What follows belongs to an exercise in optimizing a design on an open flow for small area and a short achievable clock period; a production flow would make more cautious choices. RTL that was checked went through simulation tests only; none was proved equivalent to the original. No activity file was given, so power comes from the tool's default toggle rates.

the previous run:
==> flow/design.v <==
`timescale 1ns/1ps
package ex_pkg;
    typedef enum logic [6:0] {
        OPC_OP_IMM = 7'b0010011,
        OPC_OP     = 7'b0110011,
        OPC_LUI    = 7'b0110111,
        OPC_AUIPC  = 7'b0010111,
        OPC_JAL    = 7'b1101111,
        OPC_JALR   = 7'b1100111,
        OPC_BRANCH = 7'b1100011
    } opcode_e;
endpackage
`timescale 1ns/1ps
`timescale 1ns/1ps
`timescale 1ns/1ps
`timescale 1ns/1ps
import ex_pkg::*;
module ex_stage (
    input  logic        clk,
    input  logic        arst_n_i,
    input  logic        inst_valid_i,
    input  logic [31:0] inst_pc_i,
    input  logic [6:0]  inst_opcode_i,
    input  logic [2:0]  inst_funct3_i,
    input  logic [6:0]  inst_funct7_i,
    input  logic [4:0]  inst_rd_i,
    input  logic [31:0] inst_imm_i,
    input  logic [31:0] inst_rs1_data_i,
    input  logic [31:0] inst_rs2_data_i,
    output logic        wb_valid_o,
    output logic [4:0]  wb_rd_o,
    output logic [31:0] wb_data_o,
    output logic        jump_valid_o,
    output logic [31:0] jump_target_o
);
    localparam int BS = 4;           
    localparam int NB = 32 / BS;     
    function automatic logic [BS:0] padd(input logic [BS-1:0] px, input logic [BS-1:0] gx,
                                         input logic cin);
        logic [BS-1:0] p, g, gn, pn;
        p = px;
        g = gx;
        g[0] = g[0] | (p[0] & cin);
        pn = p;
        for (int d = 1; d < BS; d = d * 2) begin
            gn = g;
            for (int i = d; i < BS; i++) begin
                gn[i] = g[i] | (pn[i] & g[i-d]);
            end
            for (int i = BS - 1; i >= d; i--) begin
                pn[i] = pn[i] & pn[i-d];
            end
            g = gn;
        end
        padd = {g[BS-1], p ^ {g[BS-2:0], cin}};
    endfunction
    function automatic logic [NB:0] carries(input logic [NB-1:0] gen, input logic [NB-1:0] prop);
        logic [NB-1:0] g, p, gn;
        g = gen;
        p = prop;
        for (int d = 1; d < NB; d = d * 2) begin
            gn = g;
            for (int i = d; i < NB; i++) begin
                gn[i] = g[i] | (p[i] & g[i-d]);
            end
            for (int i = NB - 1; i >= d; i--) begin
                p[i] = p[i] & p[i-d];
            end
            g = gn;
        end
        carries = {g, 1'b0};
    endfunction
    logic is_op, is_opimm, is_alu, is_lui, is_auipc, is_jal, is_jalr, is_branch;
    logic [2:0] f3;
    logic       alt;
    assign f3        = inst_funct3_i;
    assign alt       = inst_funct7_i[5];
    assign is_op     = inst_opcode_i == OPC_OP;
    assign is_opimm  = inst_opcode_i == OPC_OP_IMM;
    assign is_alu    = is_op | is_opimm;
    assign is_lui    = inst_opcode_i == OPC_LUI;
    assign is_auipc  = inst_opcode_i == OPC_AUIPC;
    assign is_jal    = inst_opcode_i == OPC_JAL;
    assign is_jalr   = inst_opcode_i == OPC_JALR;
    assign is_branch = inst_opcode_i == OPC_BRANCH;
    logic [31:0] rs1, rs2, imm, pc;
    assign rs1 = inst_rs1_data_i;
    assign rs2 = inst_rs2_data_i;
    assign imm = inst_imm_i;
    assign pc  = inst_pc_i;
    logic b6, b5, b2;
    assign b6 = inst_opcode_i[6];
    assign b5 = inst_opcode_i[5];
    assign b2 = inst_opcode_i[2];
    logic [31:0] opb;
    assign opb = b5 ? rs2 : imm;
    logic alu_slt, sub, use_adder;
    assign alu_slt   = is_alu & (f3[2:1] == 2'b01);
    assign sub       = ~b2 & (b6 | (~f3[2] & (f3[1] | (b5 & alt))));
    assign use_adder = b2 | b6 | (~f3[2] & (f3[1] | ~f3[0]));
    logic [31:0] add_a, add_b, add_b_raw;
    assign add_a = ~b2 ? rs1 : (pc & {32{b6 | ~b5}});
    always_comb begin
        for (int i = 0; i < 32; i++) begin
            if (!b2)
                add_b_raw[i] = opb[i];
            else if (b6)
                add_b_raw[i] = (i == 2);
            else
                add_b_raw[i] = (i >= 12) & imm[i];
        end
    end
    assign add_b = add_b_raw ^ {32{sub}};
    logic        shl, sh_fill;
    logic [31:0] sh_in, sh_out;
    logic [32:0] sh_wide;
    assign shl = ~f3[2];
    always_comb begin
        for (int i = 0; i < 32; i++) sh_in[i] = shl ? rs1[31-i] : rs1[i];
    end
    assign sh_fill = ~shl & alt & rs1[31];
    assign sh_wide = $signed({sh_fill, sh_in}) >>> {opb[4:3], 3'b000};
    assign sh_out  = sh_wide[31:0];
    logic [31:0] other;
    logic [31:0] bx, ba;
    assign bx = add_a ^ add_b;
    assign ba = add_a & add_b;
    always_comb begin
        case (f3)
            3'b100:  other = bx;
            3'b110:  other = bx | ba;
            3'b111:  other = ba;
            default: other = sh_out;
        endcase
    end
    logic [31:0]   wsum, tsum;
    logic [NB-1:0] wgen, tgen;
    logic [31:0]   tgt_a;
    assign tgt_a = (b2 & ~inst_opcode_i[3]) ? rs1 : pc;
    for (genvar b = 0; b < NB; b++) begin : g_blk
        logic [BS:0] ws, ts;
        assign ws = padd(bx[b*BS +: BS], ba[b*BS +: BS], (b == 0) ? sub : 1'b0);
        assign ts = padd(tgt_a[b*BS +: BS] ^ imm[b*BS +: BS], tgt_a[b*BS +: BS] & imm[b*BS +: BS], 1'b0);
        assign wsum[b*BS +: BS] = use_adder ? ws[BS-1:0] : other[b*BS +: BS];
        assign wgen[b]          = use_adder & ws[BS];
        assign tsum[b*BS +: BS] = ts[BS-1:0];
        assign tgen[b]          = ts[BS];
    end
    logic br_ok, s1_wb, s1_jmp, s1_breq, s1_brlt, s1_uns, s1_neg, s1_cy, s1_brc;
    assign br_ok   = is_branch & (f3[2] | ~f3[1]);
    assign s1_wb   = inst_valid_i & (is_alu | is_lui | is_auipc | is_jal | is_jalr);
    logic eq;
    assign eq = &bx;
    assign s1_jmp  = inst_valid_i & (is_jal | is_jalr) | (s1_breq & (eq ^ s1_neg)) |
                     (s1_brlt & ~s1_cy & (rs1[31] ^ s1_neg));
    assign s1_breq = inst_valid_i & br_ok & ~f3[2];
    assign s1_brlt = inst_valid_i & br_ok & f3[2];
    assign s1_uns  = is_branch ? f3[1] : f3[0];
    assign s1_neg  = f3[0];
    assign s1_cy   = s1_uns | ~(rs1[31] ^ opb[31]);
    assign s1_brc  = s1_brlt & s1_cy;
    logic          wb_q, jmp_q, brc_q;
    logic          neg_q, slt_q, sl_q, sr_q, cy_q, a31_q, fill_q;
    logic [2:0]    fs_q;
    logic [4:0]    rd_q;
    logic [31:0]   wsum_q, tsum_q;
    logic [NB-1:0] wgen_q, tgen_q;
    always_ff @(posedge clk or negedge arst_n_i) begin
        if (!arst_n_i) begin
            wb_q   <= 1'b0;
            jmp_q  <= 1'b0;
            brc_q  <= 1'b0;
        end else begin
            wb_q   <= s1_wb;
            jmp_q  <= s1_jmp;
            brc_q  <= s1_brc;
        end
    end
    always_ff @(posedge clk) begin
        neg_q  <= s1_neg;
        slt_q  <= alu_slt;
        sl_q   <= is_alu & (f3 == 3'b001);
        sr_q   <= is_alu & (f3 == 3'b101);
        fill_q <= sh_fill;
        fs_q   <= opb[2:0];
        cy_q   <= s1_cy;
        a31_q  <= rs1[31];
        rd_q   <= inst_rd_i;
        wsum_q <= wsum;
        tsum_q <= tsum;
        wgen_q <= wgen;
        tgen_q <= tgen;
    end
    logic [NB:0]   wc, tc;
    logic [NB-1:0] wprop, tprop;
    logic [31:0]   wres, tres;
    for (genvar b = 0; b < NB; b++) begin : g_prop
        assign wprop[b] = &wsum_q[b*BS +: BS];
        assign tprop[b] = &tsum_q[b*BS +: BS];
    end
    assign wc = carries(wgen_q, wprop);
    assign tc = carries(tgen_q, tprop);
    for (genvar b = 0; b < NB; b++) begin : g_inc
        logic [BS-1:0] winc, tinc;
        assign winc = wsum_q[b*BS +: BS] + 1'b1;
        assign tinc = tsum_q[b*BS +: BS] + 1'b1;
        assign wres[b*BS +: BS] = wc[b] ? winc : wsum_q[b*BS +: BS];
        assign tres[b*BS +: BS] = tc[b] ? tinc : tsum_q[b*BS +: BS];
    end
    logic [38:0] fwide;
    logic [31:0] fsh, fsh_rev;
    assign fwide = {{7{fill_q}}, wsum_q} >> fs_q;
    assign fsh   = fwide[31:0];
    always_comb begin
        for (int i = 0; i < 32; i++) fsh_rev[i] = fsh[31-i];
    end
    logic ltu, lt;
    assign ltu   = ~wc[NB];
    assign lt    = cy_q ? ltu : a31_q;
    always_ff @(posedge clk or negedge arst_n_i) begin
        if (!arst_n_i) begin
            wb_valid_o   <= 1'b0;
            jump_valid_o <= 1'b0;
        end else begin
            wb_valid_o   <= wb_q;
            jump_valid_o <= jmp_q | (brc_q & (ltu ^ neg_q));
        end
    end
    always_ff @(posedge clk) begin
        wb_rd_o       <= rd_q;
        wb_data_o     <= slt_q ? {31'b0, lt} :
                         sl_q  ? fsh_rev :
                         sr_q  ? fsh :
                                 wres;
        jump_target_o <= tres;
    end
endmodule
==> flow/config.mk <==
export PLATFORM = sky130hd
export DESIGN_NAME = ex_stage
export DESIGN_NICKNAME = ex_stage
export VERILOG_FILES = /design/flow/design.v
export SDC_FILE = /design/flow/constraint.sdc
export NUM_CORES = 4
export LEC_CHECK = 0
export CAP_MARGIN = 20
export CORE_MARGIN = 2
export CORE_UTILIZATION = 30
export SETUP_SLACK_MARGIN = 2.3
export SLEW_MARGIN = 20
==> flow/constraint.sdc <==
create_clock -name core_clock -period 5.0 [get_ports {clk}]
set_input_delay 1.0000 -clock core_clock [delete_from_list [all_inputs] [get_ports {clk}]]
set_output_delay 1.0000 -clock core_clock [all_outputs]
set_load 0.01 [all_outputs]
standard.sh (not shown) runs the stock make flow with config.mk's settings and CLKGATE_MAP_FILE= SYNTH_SCRIPT=/design/flow/synth_recipe.tcl, a recipe that flattens the netlist after the stock synthesis.
==> flow/flow/run.sh <==
#!/bin/bash
# The standard layout, except that the port buffers are the smallest
# buffer (sky130_fd_sc_hd__buf_1) instead of the default choice; repair still
# resizes any of them that need it. ORFS keeps each step's full log under
# orfs/logs; make's own output goes to standard.log here.
set -euo pipefail
bash standard.sh "BUFFER_PORTS_ARGS=-buffer_cell sky130_fd_sc_hd__buf_1" finish > standard.log 2>&1
#### Input delta (the current run over the previous run)
--- a/flow/design.v
+++ b/flow/design.v
@@ -30,13 +30,13 @@
     output logic        wb_valid_o,
     output logic [4:0]  wb_rd_o,
     output logic [31:0] wb_data_o,
     output logic        jump_valid_o,
     output logic [31:0] jump_target_o
 );
-    localparam int BS = 4;           
+    localparam int BS = 2;           
     localparam int NB = 32 / BS;     
     function automatic logic [BS:0] padd(input logic [BS-1:0] px, input logic [BS-1:0] gx,
                                          input logic cin);
         logic [BS-1:0] p, g, gn, pn;
         p = px;
         g = gx;
@@ -146,36 +146,35 @@
         assign tsum[b*BS +: BS] = ts[BS-1:0];
         assign tgen[b]          = ts[BS];
     end
     logic br_ok, s1_wb, s1_jmp, s1_breq, s1_brlt, s1_uns, s1_neg, s1_cy, s1_brc;
     assign br_ok   = is_branch & (f3[2] | ~f3[1]);
     assign s1_wb   = inst_valid_i & (is_alu | is_lui | is_auipc | is_jal | is_jalr);
-    logic eq;
-    assign eq = &bx;
-    assign s1_jmp  = inst_valid_i & (is_jal | is_jalr) | (s1_breq & (eq ^ s1_neg)) |
-                     (s1_brlt & ~s1_cy & (rs1[31] ^ s1_neg));
+    assign s1_jmp  = inst_valid_i & (is_jal | is_jalr) | (s1_brlt & ~s1_cy & (rs1[31] ^ s1_neg));
     assign s1_breq = inst_valid_i & br_ok & ~f3[2];
     assign s1_brlt = inst_valid_i & br_ok & f3[2];
     assign s1_uns  = is_branch ? f3[1] : f3[0];
     assign s1_neg  = f3[0];
     assign s1_cy   = s1_uns | ~(rs1[31] ^ opb[31]);
     assign s1_brc  = s1_brlt & s1_cy;
-    logic          wb_q, jmp_q, brc_q;
+    logic          wb_q, jmp_q, breq_q, brc_q;
     logic          neg_q, slt_q, sl_q, sr_q, cy_q, a31_q, fill_q;
     logic [2:0]    fs_q;
     logic [4:0]    rd_q;
     logic [31:0]   wsum_q, tsum_q;
     logic [NB-1:0] wgen_q, tgen_q;
     always_ff @(posedge clk or negedge arst_n_i) begin
         if (!arst_n_i) begin
             wb_q   <= 1'b0;
             jmp_q  <= 1'b0;
+            breq_q <= 1'b0;
             brc_q  <= 1'b0;
         end else begin
             wb_q   <= s1_wb;
             jmp_q  <= s1_jmp;
+            breq_q <= s1_breq;
             brc_q  <= s1_brc;
         end
     end
     always_ff @(posedge clk) begin
         neg_q  <= s1_neg;
         slt_q  <= alu_slt;
@@ -211,22 +210,24 @@
     logic [31:0] fsh, fsh_rev;
     assign fwide = {{7{fill_q}}, wsum_q} >> fs_q;
     assign fsh   = fwide[31:0];
     always_comb begin
         for (int i = 0; i < 32; i++) fsh_rev[i] = fsh[31-i];
     end
+    logic eq;
+    assign eq = (wsum_q[BS-1:0] == '0) & wgen_q[0] & (&(wprop[NB-1:1] & ~wgen_q[NB-1:1]));
     logic ltu, lt;
     assign ltu   = ~wc[NB];
     assign lt    = cy_q ? ltu : a31_q;
     always_ff @(posedge clk or negedge arst_n_i) begin
         if (!arst_n_i) begin
             wb_valid_o   <= 1'b0;
             jump_valid_o <= 1'b0;
         end else begin
             wb_valid_o   <= wb_q;
-            jump_valid_o <= jmp_q | (brc_q & (ltu ^ neg_q));
+            jump_valid_o <= jmp_q | (breq_q & (eq ^ neg_q)) | (brc_q & (ltu ^ neg_q));
         end
     end
     always_ff @(posedge clk) begin
         wb_rd_o       <= rd_q;
         wb_data_o     <= slt_q ? {31'b0, lt} :
                          sl_q  ? fsh_rev :
==> notes.md <==
Routed wire in the current run totals more than in the previous run. Looking at highest metal layer used by the detailed router, the met4 result is from the current run; the met5 one comes from the previous run. Going from the previous run to the current run, the setup fix buffers added after clock tree synthesis was found to have gone down by 3. On worst hold-check slack: the current run sits above the previous run. Via count: the current run worse than the previous run. The current run gives less combinational share of power than the previous run did. Synthesis-to-finish area growth (lower): the current run. The actual transition at the worst max-transition pin of the current run falls short of that of the previous run by 0.23 ns. Going from the previous run to the current run, proportion of cell area occupied by multi-input gates shows a reduction of 2.4 points; worst setup slack increased by 0.55 ns relative to the old numbers; final worst-path cycle share saw a decrease; maximum VDD drop moved down. Re mux contribution to synthesized area: the previous run and the current run aren't equal, and the higher value belongs to the current run. Summary — multi-input gate area in the final layout, the current run relative to the previous run: lower, by about 1.3%. Summary — sequential share of cell area, the current run relative to the previous run: higher, by 1.5 points.
Only the layout flow was run in the previous run; the RTL was not checked for function there.

---

RTL: the design.v shown in full above, as it stands there.
clock: 5.0 ns
lec_check: 0
cap_margin: 20
core_margin: 2
core_utilization: 40
setup_slack_margin: 2.3
slew_margin: 20
Scripts as last shown in full above: flow/flow/run.sh
The baseline finished clean.
Edit:
--- a/flow/design.v
+++ b/flow/design.v
@@ -116,13 +116,13 @@
     logic [32:0] sh_wide;
     assign shl = ~f3[2];
     always_comb begin
         for (int i = 0; i < 32; i++) sh_in[i] = shl ? rs1[31-i] : rs1[i];
     end
     assign sh_fill = ~shl & alt & rs1[31];
-    assign sh_wide = $signed({sh_fill, sh_in}) >>> {opb[4:3], 3'b000};
+    assign sh_wide = $signed({sh_fill, sh_in}) >>> {opb[4:2], 2'b00};
     assign sh_out  = sh_wide[31:0];
     logic [31:0] other;
     logic [31:0] bx, ba;
     assign bx = add_a ^ add_b;
     assign ba = add_a & add_b;
     always_comb begin
@@ -143,50 +143,48 @@
         assign ts = padd(tgt_a[b*BS +: BS] ^ imm[b*BS +: BS], tgt_a[b*BS +: BS] & imm[b*BS +: BS], 1'b0);
         assign wsum[b*BS +: BS] = use_adder ? ws[BS-1:0] : other[b*BS +: BS];
         assign wgen[b]          = use_adder & ws[BS];
         assign tsum[b*BS +: BS] = ts[BS-1:0];
         assign tgen[b]          = ts[BS];
     end
-    logic br_ok, s1_wb, s1_jmp, s1_breq, s1_brlt, s1_uns, s1_neg, s1_cy, s1_brc;
+    logic br_ok, s1_wb, s1_jmp, s1_breq, s1_brlt, s1_uns, s1_neg;
     assign br_ok   = is_branch & (f3[2] | ~f3[1]);
     assign s1_wb   = inst_valid_i & (is_alu | is_lui | is_auipc | is_jal | is_jalr);
-    logic eq;
-    assign eq = &bx;
-    assign s1_jmp  = inst_valid_i & (is_jal | is_jalr) | (s1_breq & (eq ^ s1_neg)) |
-                     (s1_brlt & ~s1_cy & (rs1[31] ^ s1_neg));
+    assign s1_jmp  = inst_valid_i & (is_jal | is_jalr);
     assign s1_breq = inst_valid_i & br_ok & ~f3[2];
     assign s1_brlt = inst_valid_i & br_ok & f3[2];
     assign s1_uns  = is_branch ? f3[1] : f3[0];
     assign s1_neg  = f3[0];
-    assign s1_cy   = s1_uns | ~(rs1[31] ^ opb[31]);
-    assign s1_brc  = s1_brlt & s1_cy;
-    logic          wb_q, jmp_q, brc_q;
-    logic          neg_q, slt_q, sl_q, sr_q, cy_q, a31_q, fill_q;
-    logic [2:0]    fs_q;
+    logic          wb_q, jmp_q, breq_q, brlt_q;
+    logic          uns_q, neg_q, slt_q, sl_q, sr_q, x31_q, a31_q, fill_q;
+    logic [1:0]    fs_q;
     logic [4:0]    rd_q;
     logic [31:0]   wsum_q, tsum_q;
     logic [NB-1:0] wgen_q, tgen_q;
     always_ff @(posedge clk or negedge arst_n_i) begin
         if (!arst_n_i) begin
             wb_q   <= 1'b0;
             jmp_q  <= 1'b0;
-            brc_q  <= 1'b0;
+            breq_q <= 1'b0;
+            brlt_q <= 1'b0;
         end else begin
             wb_q   <= s1_wb;
             jmp_q  <= s1_jmp;
-            brc_q  <= s1_brc;
+            breq_q <= s1_breq;
+            brlt_q <= s1_brlt;
         end
     end
     always_ff @(posedge clk) begin
+        uns_q  <= s1_uns;
         neg_q  <= s1_neg;
         slt_q  <= alu_slt;
         sl_q   <= is_alu & (f3 == 3'b001);
         sr_q   <= is_alu & (f3 == 3'b101);
         fill_q <= sh_fill;
-        fs_q   <= opb[2:0];
-        cy_q   <= s1_cy;
+        fs_q   <= opb[1:0];
+        x31_q  <= rs1[31] ^ opb[31];
         a31_q  <= rs1[31];
         rd_q   <= inst_rd_i;
         wsum_q <= wsum;
         tsum_q <= tsum;
         wgen_q <= wgen;
         tgen_q <= tgen;
@@ -204,29 +202,33 @@
         logic [BS-1:0] winc, tinc;
         assign winc = wsum_q[b*BS +: BS] + 1'b1;
         assign tinc = tsum_q[b*BS +: BS] + 1'b1;
         assign wres[b*BS +: BS] = wc[b] ? winc : wsum_q[b*BS +: BS];
         assign tres[b*BS +: BS] = tc[b] ? tinc : tsum_q[b*BS +: BS];
     end
-    logic [38:0] fwide;
+    logic [34:0] fwide;
     logic [31:0] fsh, fsh_rev;
-    assign fwide = {{7{fill_q}}, wsum_q} >> fs_q;
+    assign fwide = {{3{fill_q}}, wsum_q} >> fs_q;
     assign fsh   = fwide[31:0];
     always_comb begin
         for (int i = 0; i < 32; i++) fsh_rev[i] = fsh[31-i];
     end
-    logic ltu, lt;
+    logic eq;
+    assign eq = (wsum_q[BS-1:0] == '0) & wgen_q[0] & (&(wprop[NB-1:1] & ~wgen_q[NB-1:1]));
+    logic ltu, lts, lt, taken;
     assign ltu   = ~wc[NB];
-    assign lt    = cy_q ? ltu : a31_q;
+    assign lts   = x31_q ? a31_q : ltu;
+    assign lt    = uns_q ? ltu : lts;
+    assign taken = lt ^ neg_q;
     always_ff @(posedge clk or negedge arst_n_i) begin
         if (!arst_n_i) begin
             wb_valid_o   <= 1'b0;
             jump_valid_o <= 1'b0;
         end else begin
             wb_valid_o   <= wb_q;
-            jump_valid_o <= jmp_q | (brc_q & (ltu ^ neg_q));
+            jump_valid_o <= jmp_q | (breq_q & (eq ^ neg_q)) | (brlt_q & taken);
         end
     end
     always_ff @(posedge clk) begin
         wb_rd_o       <= rd_q;
         wb_data_o     <= slt_q ? {31'b0, lt} :
                          sl_q  ? fsh_rev :
=>
- The new run finished with timing, DRC and antenna clean
- routed wire length grows by about 9%
- utilization grows by 0.26 points
- power shrinks by about 1.2%
- synthesized area grows by 0.34%
- global-route usage grows by 2.1 points
Only the layout flow was run in the first run of this note; the RTL was not checked for function there.

==> static timing again, ports no longer ideal <==
Ports are ideal in the flow. The routed layouts listed here were re-timed in OpenROAD.
Step 1 assumes that a clkbuf_16 drives the clock port and a buf_2 every other input.
Step 2 adds t to the input delays and takes it off the output delays; t is the mean of the earliest and latest rising clock arrival at the registers after step 1. Input paths then give back, and output paths get back, about the clock's delay inside the block.
a / b / c = ideal / step 1 / step 2; a / b = the first two.
run	t (ns)	slack for setup (ns)	hold WS [ns]	clock arrival spread, ns	worst register clock-pin slew, ns
the previous run	0.536	1.761 / 1.757 / 1.222	0.326 / 0.321 / 0.326	0.015 / 0.015	0.08 / 0.08
the current run	0.538	2.314 / 2.322 / 1.784	0.330 / 0.330 / 0.330	0.020 / 0.020	0.08 / 0.08
the first run of note 2	0.508	1.671 / 1.670 / 1.162	0.327 / 0.327 / 0.327	0.010 / 0.009	0.07 / 0.07
the second run of note 2	0.512	2.270 / 2.243 / 1.731	0.325 / 0.325 / 0.325	0.019 / 0.019	0.08 / 0.08
After both steps setup and hold are still met in every run listed.
